Source: an optimization exercise on an open RTL-to-GDS flow (aim: small area, a short achievable clock period and few clock cycles). Production flows keep margins and buffers that such runs may drop.
No functional check of the RTL was part of any run shown here.
Power and IR drop assume default switching activity.

==> flow/design.v, too long to show whole: its modules and the start of the top module <==
// module requant_argmax_pipe: 1322 lines
module requant_argmax_pipe #(
  parameter int ACC_W       = 25,
  parameter int OUT_W       = 8,
  parameter int MULT_W      = 16,
  parameter int SHIFT_W     = 5,
  parameter int NUM_CLASSES = 10,
  parameter int IDX_W       = $clog2(NUM_CLASSES)
) (
  input  logic                     clk,
  input  logic                     rst_n,
  input  logic                     cfg_load,
  input  logic signed [ACC_W-1:0]  cfg_bias,
  input  logic        [MULT_W-1:0] cfg_mult,
  input  logic       [SHIFT_W-1:0] cfg_shift,
  input  logic                     cfg_round,
  input  logic signed [OUT_W-1:0]  cfg_offset,
  input  logic signed [OUT_W-1:0]  cfg_min,
  input  logic signed [OUT_W-1:0]  cfg_max,
  output logic                     busy,
  input  logic                     in_valid,
  output logic                     in_ready,
  input  logic signed [ACC_W-1:0]  in_data,
  input  logic                     in_last,
  output logic                     out_valid,
  input  logic                     out_ready,
  output logic signed [OUT_W-1:0]  out_data,
  output logic                     out_last,
  output logic                     argmax_valid,
  output logic        [IDX_W-1:0]  argmax_idx,
  output logic signed [OUT_W-1:0]  argmax_val
);
  // ...
==> flow/flow/run.sh <==
#!/bin/bash
# The standard ORFS layout (standard.sh), with two changes to how it is
# made: repair_timing aims for 8.5 ns of setup slack at the design's clock
# period, and the port buffers are buf_2.
set -euo pipefail
bash standard.sh SETUP_SLACK_MARGIN=8.5 "BUFFER_PORTS_ARGS=-buffer_cell sky130_fd_sc_hd__buf_2" finish > standard_flow.log 2>&1
==> flow/standard.sh <==
#!/bin/bash
# synth_recipe.tcl (not shown) runs the flow's synth.tcl, then flattens the netlist and writes it again
# the make line also repeats each setting of config.mk as NAME=value (left out here)
make -C /OpenROAD-flow-scripts/flow DESIGN_CONFIG=/design/flow/config.mk WORK_HOME=/design/flow/orfs CLKGATE_MAP_FILE= SYNTH_SCRIPT=/design/flow/synth_recipe.tcl "${@:-finish}"
==> flow/config.mk <==
export PLATFORM = sky130hd
export DESIGN_NAME = requant_argmax_pipe
export DESIGN_NICKNAME = requant_argmax_pipe
export VERILOG_FILES = /design/flow/design.v
export SDC_FILE = /design/flow/constraint.sdc
export NUM_CORES = 4
export LEC_CHECK = 0
export CAP_MARGIN = 20
export CORE_MARGIN = 2
export CORE_UTILIZATION = 40
export CTS_CLUSTER_DIAMETER = 80
export CTS_CLUSTER_SIZE = 25
export SLEW_MARGIN = 20
==> flow/constraint.sdc <==
create_clock -name core_clock -period 12.0 [get_ports {clk}]
set_input_delay 2.4000 -clock core_clock [delete_from_list [all_inputs] [get_ports {clk}]]
set_output_delay 2.4000 -clock core_clock [all_outputs]
set_load 0.01 [all_outputs]
==> results_dict.tcl, run 1 <==
set metrics [dict create \
    outcome "no timing/DRC/antenna violations" \
    total_power_mw 6.48 \
    cts_hold_buffers 0 \
    hp-start "ld_q" \
    synthSimpleGateAreaFrac 0.108 \
    start_util 0.402 \
    place_congestion 0.863 \
    htree_levels 1 \
    min_period_ns 4.03 \
    dr.first_iter.drc_count 1343 \
    largest_register_ffs 45 \
    nMultiInputCombCells 1957 \
    finalHoldWorstSlack_ns 0.340 \
    regArea_um2 7760 \
    setup_tns_ns 0 \
    final_cell_mix "dfxtp_1 (266), nand2_1 (254), inv_1 (247), a22oi_1 (201), xnor2_1 (173)" \
    finalNonFillerCells 3680 \
    antenna_found_initial 0 \
    syn_inst 2761 \
    synth_seq_cells 357 \
    hold_class "register to register" \
    cts_root_buf "clkbuf_16" \
    worstPathRequired_ns 12.47 \
    routed.top_layer "met4" \
    antenna_cells 0 \
    met2_usage 0.355 \
]
==> inputs of run 2 (changes only) <==
--- a/flow/design.v
+++ b/flow/design.v
@@ -1173,31 +1173,30 @@
   assign pb = {mul_w390, mul_w388, mul_w386, mul_w384, mul_w382, mul_w380, mul_w378, mul_w376, mul_w374, mul_w372, mul_w370, mul_w368, mul_w366, mul_w364, mul_w362, mul_w360, mul_w358, mul_w356, mul_w354, mul_w352, mul_w350, mul_w348, mul_w346, mul_w344, mul_w342, mul_w340, mul_w338, mul_w336, mul_w334, mul_w332, mul_w330, mul_w328, mul_w326, mul_w324, mul_w322, mul_w320, mul_w318, mul_w316, mul_w314, mul_neg1, 1'b0, mul_neg0};
   logic signed [41:0] p;
   logic        [41:0] x0;
   logic        [25:0] x1;
   logic        [17:0] x2;
   logic        [13:0] x3;
   logic        [11:0] x4;
   logic        [10:0] x5;
-  logic               sg, o1, o2, o3, o4, fits_d;
+  logic        [31:0] dif, msk;
+  logic               sg, fits_d;
   assign p = pa_q + pb_q;
   always_comb begin
     sg     = p[41];
     x0     = {p[40:0], 1'b0};
     x1     = shift_q[4] ? x0[41:16] : x0[25:0];
-    o1     = !shift_q[4] && (|(x0[41:26] ^ {16{sg}}));
     x2     = shift_q[3] ? x1[25:8] : x1[17:0];
-    o2     = o1 || (!shift_q[3] && (|(x1[25:18] ^ {8{sg}})));
     x3     = shift_q[2] ? x2[17:4] : x2[13:0];
-    o3     = o2 || (!shift_q[2] && (|(x2[17:14] ^ {4{sg}})));
     x4     = shift_q[1] ? x3[13:2] : x3[11:0];
-    o4     = o3 || (!shift_q[1] && (|(x3[13:12] ^ {2{sg}})));
     x5     = shift_q[0] ? x4[11:1] : x4[10:0];
-    fits_d = !(o4 || (!shift_q[0] && (x4[11] ^ sg)) || (x5[10] ^ sg));
+    dif    = p[40:9] ^ {32{sg}};
+    for (int j = 0; j < 32; j++) msk[j] = (5'(j) >= shift_q);
+    fits_d = ~|(dif & msk);
   end
   logic signed [11:0] kx, hi_d, lo_d, hi_q, lo_q;
   logic               mm_q;
   logic        [8:0]  t9;
   logic               gt, lt, selmax, selmin;
   logic signed [7:0]  res;
   always_comb begin
     kx     = $signed({{3{offset_q[7]}}, offset_q, rc_q});
@@ -1223,100 +1222,106 @@
     sgn_q  <= sg;
     lu_q   <= lt_q;
     hi_q   <= hi_d;
     lo_q   <= lo_d;
     mm_q   <= min_q > max_q;
   end
   logic              rdy_q, busy_q;
   logic        [2:0] n_q, n_d;
-  logic              acc, dlv, ld_head, hv_q, hl_q, busy_d, rdy_d;
-  logic signed [7:0] hd_q;
-  logic        [8:0] buf_q [0:4];
-  logic        [2:0] rp_q, wp_q, bc_q;
-  logic              to_buf, from_buf;
-  logic        [8:0] bhead;
+  logic              acc, dlv, busy_d, rdy_d;
+  logic              ov_q, ol_q;
+  logic signed [7:0] od_q;
+  logic        [8:0] mem_q [0:5];
+  logic        [5:0] rp_q, wp_q;    
+  logic        [2:0] c_q;
+  logic        [8:0] rd0, rd1, newb, hnext;
+  logic        [5:0] rp1;
   assign in_ready  = rdy_q;
   assign busy      = busy_q;
-  assign out_valid = hv_q;
-  assign out_data  = hd_q;
-  assign out_last  = hl_q;
+  assign out_valid = ov_q;
+  assign out_data  = od_q;
+  assign out_last  = ol_q;
   always_comb begin
-    acc      = in_valid && rdy_q;
-    dlv      = hv_q && out_ready;
-    n_d      = n_q + 3'(acc) - 3'(dlv);
-    busy_d   = acc || (n_q > 3'd1) || ((n_q == 3'd1) && !dlv);
-    rdy_d    = (n_q < 3'd5) || ((n_q == 3'd5) && (dlv || !acc)) || ((n_q == 3'd6) && dlv && !acc);
-    ld_head  = dlv || !hv_q;
-    from_buf = ld_head && (bc_q != '0);
-    to_buf   = vu_q && !(ld_head && bc_q == '0);
-    bhead    = buf_q[rp_q];
+    acc    = in_valid && rdy_q;
+    dlv    = ov_q && out_ready;
+    n_d    = n_q + 3'(acc) - 3'(dlv);
+    busy_d = acc || (n_q > 3'd1) || ((n_q == 3'd1) && !dlv);
+    rdy_d  = (n_q < 3'd5) || ((n_q == 3'd5) && (dlv || !acc)) || ((n_q == 3'd6) && dlv && !acc);
+    rp1    = {rp_q[4:0], rp_q[5]};
+    rd0    = '0;
+    rd1    = '0;
+    for (int i = 0; i < 6; i++) begin
+      rd0 = rd0 | (mem_q[i] & {9{rp_q[i]}});
+      rd1 = rd1 | (mem_q[i] & {9{rp1[i]}});
+    end
+    newb   = {res, lu_q};
+    hnext  = dlv ? ((c_q >= 3'd2) ? rd1 : newb) : ((c_q >= 3'd1) ? rd0 : newb);
   end
   always_ff @(posedge clk) begin
     if (!rst_n) begin
       n_q    <= '0;
       rdy_q  <= 1'b1;
       busy_q <= 1'b0;
       vd_q   <= 1'b0;
       vs_q   <= 1'b0;
       vt_q   <= 1'b0;
       vu_q   <= 1'b0;
-      hv_q   <= 1'b0;
-      rp_q   <= '0;
-      wp_q   <= '0;
-      bc_q   <= '0;
+      ov_q   <= 1'b0;
+      rp_q   <= 6'd1;
+      wp_q   <= 6'd1;
+      c_q    <= '0;
     end else begin
       n_q    <= n_d;
       rdy_q  <= rdy_d;
       busy_q <= busy_d;
       vd_q   <= acc;
       vs_q   <= vd_q;
       vt_q   <= vs_q;
       vu_q   <= vt_q;
-      if (ld_head) hv_q <= (bc_q != '0) || vu_q;
-      if (from_buf) rp_q <= (rp_q == 3'd4) ? '0 : rp_q + 3'd1;
-      if (to_buf)   wp_q <= (wp_q == 3'd4) ? '0 : wp_q + 3'd1;
-      bc_q <= bc_q + 3'(to_buf) - 3'(from_buf);
+      ov_q   <= dlv ? ((c_q >= 3'd2) || vu_q) : ((c_q >= 3'd1) || vu_q);
+      if (dlv)  rp_q <= rp1;
+      if (vu_q) wp_q <= {wp_q[4:0], wp_q[5]};
+      c_q    <= c_q + 3'(vu_q) - 3'(dlv);
     end
   end
   always_ff @(posedge clk) begin
-    if (ld_head) begin
-      hd_q <= from_buf ? bhead[8:1] : res;
-      hl_q <= from_buf ? bhead[0] : lu_q;
-    end
-    if (to_buf) buf_q[wp_q] <= {res, lu_q};
+    od_q <= hnext[8:1];
+    ol_q <= hnext[0];
+    for (int i = 0; i < 6; i++)
+      if (vu_q && wp_q[i]) mem_q[i] <= newb;
   end
   logic                    hs, in_win, take;
   logic        [CW-1:0]    cnt_q, cnt_d;
   logic        [IDX_W-1:0] cand_idx_q, cand_idx_d, am_idx_q;
   logic signed [OUT_W-1:0] cand_val_q, cand_val_d, am_val_q;
   logic                    am_valid_q;
   assign argmax_valid = am_valid_q;
   assign argmax_idx   = am_idx_q;
   assign argmax_val   = am_val_q;
   always_comb begin
-    hs         = hv_q && out_ready;
+    hs         = ov_q && out_ready;
     in_win     = cnt_q < CW'(NUM_CLASSES);
-    take       = hs && in_win && (cnt_q == '0 || hd_q > cand_val_q);
+    take       = hs && in_win && (cnt_q == '0 || od_q > cand_val_q);
     cand_idx_d = take ? cnt_q[IDX_W-1:0] : cand_idx_q;
-    cand_val_d = take ? hd_q : cand_val_q;
-    cnt_d      = !hs ? cnt_q : hl_q ? '0 : in_win ? cnt_q + CW'(1) : cnt_q;
+    cand_val_d = take ? od_q : cand_val_q;
+    cnt_d      = !hs ? cnt_q : ol_q ? '0 : in_win ? cnt_q + CW'(1) : cnt_q;
   end
   always_ff @(posedge clk) begin
     if (!rst_n) begin
       cnt_q      <= '0;
       cand_idx_q <= '0;
       cand_val_q <= OMIN;
       am_valid_q <= 1'b0;
       am_idx_q   <= '0;
       am_val_q   <= OMIN;
     end else begin
       cnt_q      <= cnt_d;
       cand_idx_q <= cand_idx_d;
       cand_val_q <= cand_val_d;
-      am_valid_q <= hs && hl_q;
-      if (hs && hl_q) begin
+      am_valid_q <= hs && ol_q;
+      if (hs && ol_q) begin
         am_idx_q <= cand_idx_d;
         am_val_q <= cand_val_d;
       end
     end
   end
 endmodule
==> flow/config.mk (replaced) <==
export PLATFORM = sky130hd
export DESIGN_NAME = requant_argmax_pipe
export DESIGN_NICKNAME = requant_argmax_pipe
export VERILOG_FILES = /design/flow/design.v
export SDC_FILE = /design/flow/constraint.sdc
export NUM_CORES = 4
export LEC_CHECK = 0
export ABC_AREA = 1
export CAP_MARGIN = 20
export CORE_MARGIN = 2
export CORE_UTILIZATION = 40
export CTS_BUF_LIST = sky130_fd_sc_hd__clkbuf_16
export CTS_CLUSTER_DIAMETER = 100
export CTS_CLUSTER_SIZE = 30
export SLEW_MARGIN = 20
==> results_dict.tcl, run 2 <==
set metrics [dict create \
    synth_cell_types 52 \
    whs_path_depth 0 \
    cp-end-kind "output pin" \
    yosysTopAreaCell "dfxtp_1" \
    crit_path_max_fanout 2 \
    outcome "no timing/DRC/antenna violations" \
    syn2layout_area_growth_pct 11.3 \
    antenna_found_initial 8 \
    clock.fmax_mhz 287 \
    setup_viol 0 \
    fin_area_um2 31100 \
    cts_root_buf "clkbuf_16" \
    grt-ovfl-total 0 \
    final_common_cell "nand2_1" \
    r2r_setup_slack_ns 8.60 \
    finalHoldWorstSlack_ns 0.342 \
    synth_area_leaders "dfxtp_1 (23%), fa_1 (12%), nand2_1 (10%), xor2_1 (8.0%), ha_1 (7.9%)" \
    path_buf_inv 1 \
    placed_area_um2 29400 \
    synth-main-ff-cell "dfxtp_1" \
    yosysMostFrequentCell "nand2_1" \
    post-route-util 0.452 \
    rr_startpoint "bneg_q[0]" \
    power.leakage_nw 15.4 \
    cap_violations 0 \
    largest_register_ffs 54 \
    ioPinCount 127 \
    numCtsBuffers 18 \
    path_class "register to output pin" \
    grt.total_usage 0.235 \
    reg.largest.list "mem_q (54), pa_q (42), pb_q (41)" \
    hold_class "register to register" \
    setup_tns_ns 0 \
    startpoint_type "register" \
    synth-edff-count 54 \
    grt_max_degree 113 \
    critPathArrivalTime_ns 1.08 \
    min_period_ns 3.48 \
    multi_input_area_um2 17400 \
    clk_pin_slew_worst_paths_ns 0.12 \
    cts_sinks 369 \
    worstPathRequired_ns 9.60 \
    synth_top_area_share 0.225 \
    dp_slack_ns 7.75 \
    num_vias 24500 \
    drc 0 \
    worst_pin_slew_ns 0.971 \
    path_depth 1 \
    fill_cells 7016 \
    die_h_um 268 \
    grt_pass1_vias 23500 \
    dieArea_um2 72100 \
    peakVddDrop_mv 0.115 \
    syn_avg_cell_area_um2 7.69 \
    crit_family "flip-flops" \
    skew_ns 0.0312 \
    hold_end "lt_q" \
    rsz0062_at_grt "true" \
    regMostFlops "mem_q" \
    drive_above_1_share 0.106 \
    postRouteAntennaNets 0 \
    die_width_um 268 \
    cts_max_path_buffers 3 \
    final_max_slew_viol_count 0 \
    dp_hpwl_um 63600 \
    via_per_inst 5.24 \
    coreArea_um2 68900 \
    final_cell_mix "nand2_1 (742), inv_1 (545), dfxtp_1 (275), xor2_1 (253), nor2_1 (216)" \
    netlist_area_um2 28000 \
    start_util 0.406 \
    hp-start "ls_q" \
    place_congestion 0.934 \
    clk_latency_ns 0.58 \
    hold_viol_final 0 \
    slew_headroom 0.348 \
    std_cell_rows 96 \
    setup_slack_ns 8.52 \
    regArea_um2 8000 \
    r2r.worst_path.cells 10 \
    fin_crit_sh 0.290 \
    fin_nets 4174 \
    port_buffers 126 \
    crit_chain "buf_6" \
    wl_per_cell_um 18.4 \
    grt_pass1_wl_um 133000 \
    synth_commonest_cells "nand2_1 (745), inv_1 (568), dfxtp_1 (315), xor2_1 (256), nor2_1 (219)" \
    synth_seq_cells 369 \
    htree_levels 1 \
    crit_path_start "ov_q" \
    wirelength_um 85800 \
    syn_inst 3640 \
    r2r_end "pa_q[26]" \
    worst_path_max_delay_cell "dfxtp_4" \
    worst_path_largest_cell_delay_ns 0.38 \
    power_density_nw_per_um2 247 \
    cts_tree "yes" \
    syn-num-nets 4092 \
    ys_seq_area_frac 0.283 \
    ys_async_sr_fraction 0 \
    yosysWarningCount 2 \
    drtPass1Iterations 5 \
    dr.first_iter.drc_count 2229 \
]
==> run 2: changes by cell type after synthesis, moves of 36 or more <==
| cell | before | now |
|---|---|---|
| a21boi_0 | 71 | 10 |
| a21oi_1 | 90 | 168 |
| a22oi_1 | 201 | 0 |
| and2_1 | 43 | 1 |
| inv_1 | 251 | 568 |
| mux2i_1 | 48 | 0 |
| nand2_1 | 261 | 745 |
| nand3_1 | 34 | 207 |
| nor2_1 | 88 | 219 |
| nor2b_1 | 36 | 0 |
| o21ai_0 | 61 | 143 |
| o22ai_1 | 2 | 202 |
| xnor2_1 | 179 | 21 |
| xor2_1 | 110 | 256 |
==> run 2: cell type report <==
class	count	area share
clock buffers	18	0.0145
repair buffers	204	0.0487
clock inverters	14	0.00438
flip-flops and latches	369	0.257
multi-input cells	2526	0.558
well taps	931	0.0374
inverters	597	0.0790
diodes	4	0.000321
repair inverters	6	0.000964
==> run 2: repair_timing <==
| action | in CTS | in global routing |
|---|---|---|
| resized for setup | 94 | 62 |
| pin swaps | 0 | 3 |
| endpoints found under the setup margin | 129 | 90 |
| setup buffers | 36 | 24 |
| cloned | 2 | 5 |
| hold buffers | 0 | 0 |
==> run 2: worst max-delay path by stage <==
stage	to	slack [ns]
floorplan	n_q[1]	8.41
global placement	cand_val_q[6]	7.74
detailed placement	cand_val_q[2]	7.75
CTS	out_valid	8.44
global route	pa_q[26]	8.46
finish	out_valid	8.52
==> run 2: kinds of logic (layout without fill, tap and decap cells) <==
kind of cell / count (synthesis) / count (layout) / synth area share
and+or+nand+nor: 1270 / 1270 / 0.191
buffers and inverters: 745 / 839 / 0.101
AOI/OAI and AO/OA: 628 / 628 / 0.134
DFF: 369 / 369 / 0.283
adders and majority gates: 350 / 350 / 0.203
xor gates and xnor gates: 277 / 277 / 0.0867
muxes: 1 / 1 / 0.000402
other: 0 / 4 / 0
==> run 2: per-layer routing <==
layer | vias to the layer above | wire length [um] | GRT usage
li1 | 11900 | - | -
met1 | 11500 | 38300 | 0.326
met4 | 8 | 3040 | 0.0845
met3 | 170 | 6090 | 0.0302
met5 | - | 47 | 0
met2 | 933 | 38300 | 0.375
==> run 2: power breakdown <==
part / internal, mW / switching, mW / total [mW]
sequential: 1.62 / 0.217 / 1.84
combinational: 1.90 / 3.19 / 5.10
clock: 0.298 / 0.455 / 0.753
==> run 2: per-stage QoR <==
stage	instances	power [mW]
after floorplan	3640	5.38
after global placement	4566	6.61
after detailed placement	4566	6.72
after CTS	4636	7.59
after global routing	4669	8.50
final	4669	7.69

[separate check: timing with driven ports]
Ports are ideal in the flow. The routed layouts listed here were re-timed in OpenROAD. Step 1: set_driving_cell puts a clkbuf_16 on clk and a buf_2 on each other input, an assumption about the parent block. Step 2 times the ports against the registers' clock, not the clock port: input delays grow and output delays shrink by t, the midpoint of the rising clock arrivals with the driver on. Slacks: ideal / step 1 / step 2; pairs: ideal / step 1.
run	shift t [ns]	slack for setup (ns)	hold slack, ns	slew at the worst register clock pin (ns)	worst data-port slew with drivers (ns)
run 1	0.618	7.968 / 7.968 / 7.800	0.340 / 0.340 / 0.340	0.10 / 0.10	0.09
run 2	0.627	8.519 / 8.456 / 8.116	0.342 / 0.342 / 0.342	0.12 / 0.12	0.14
After both steps setup and hold are still met in every run listed. For run 2, which loses most, drivers alone change the setup slack by -0.063 ns; drivers and shift together by -0.403 ns.
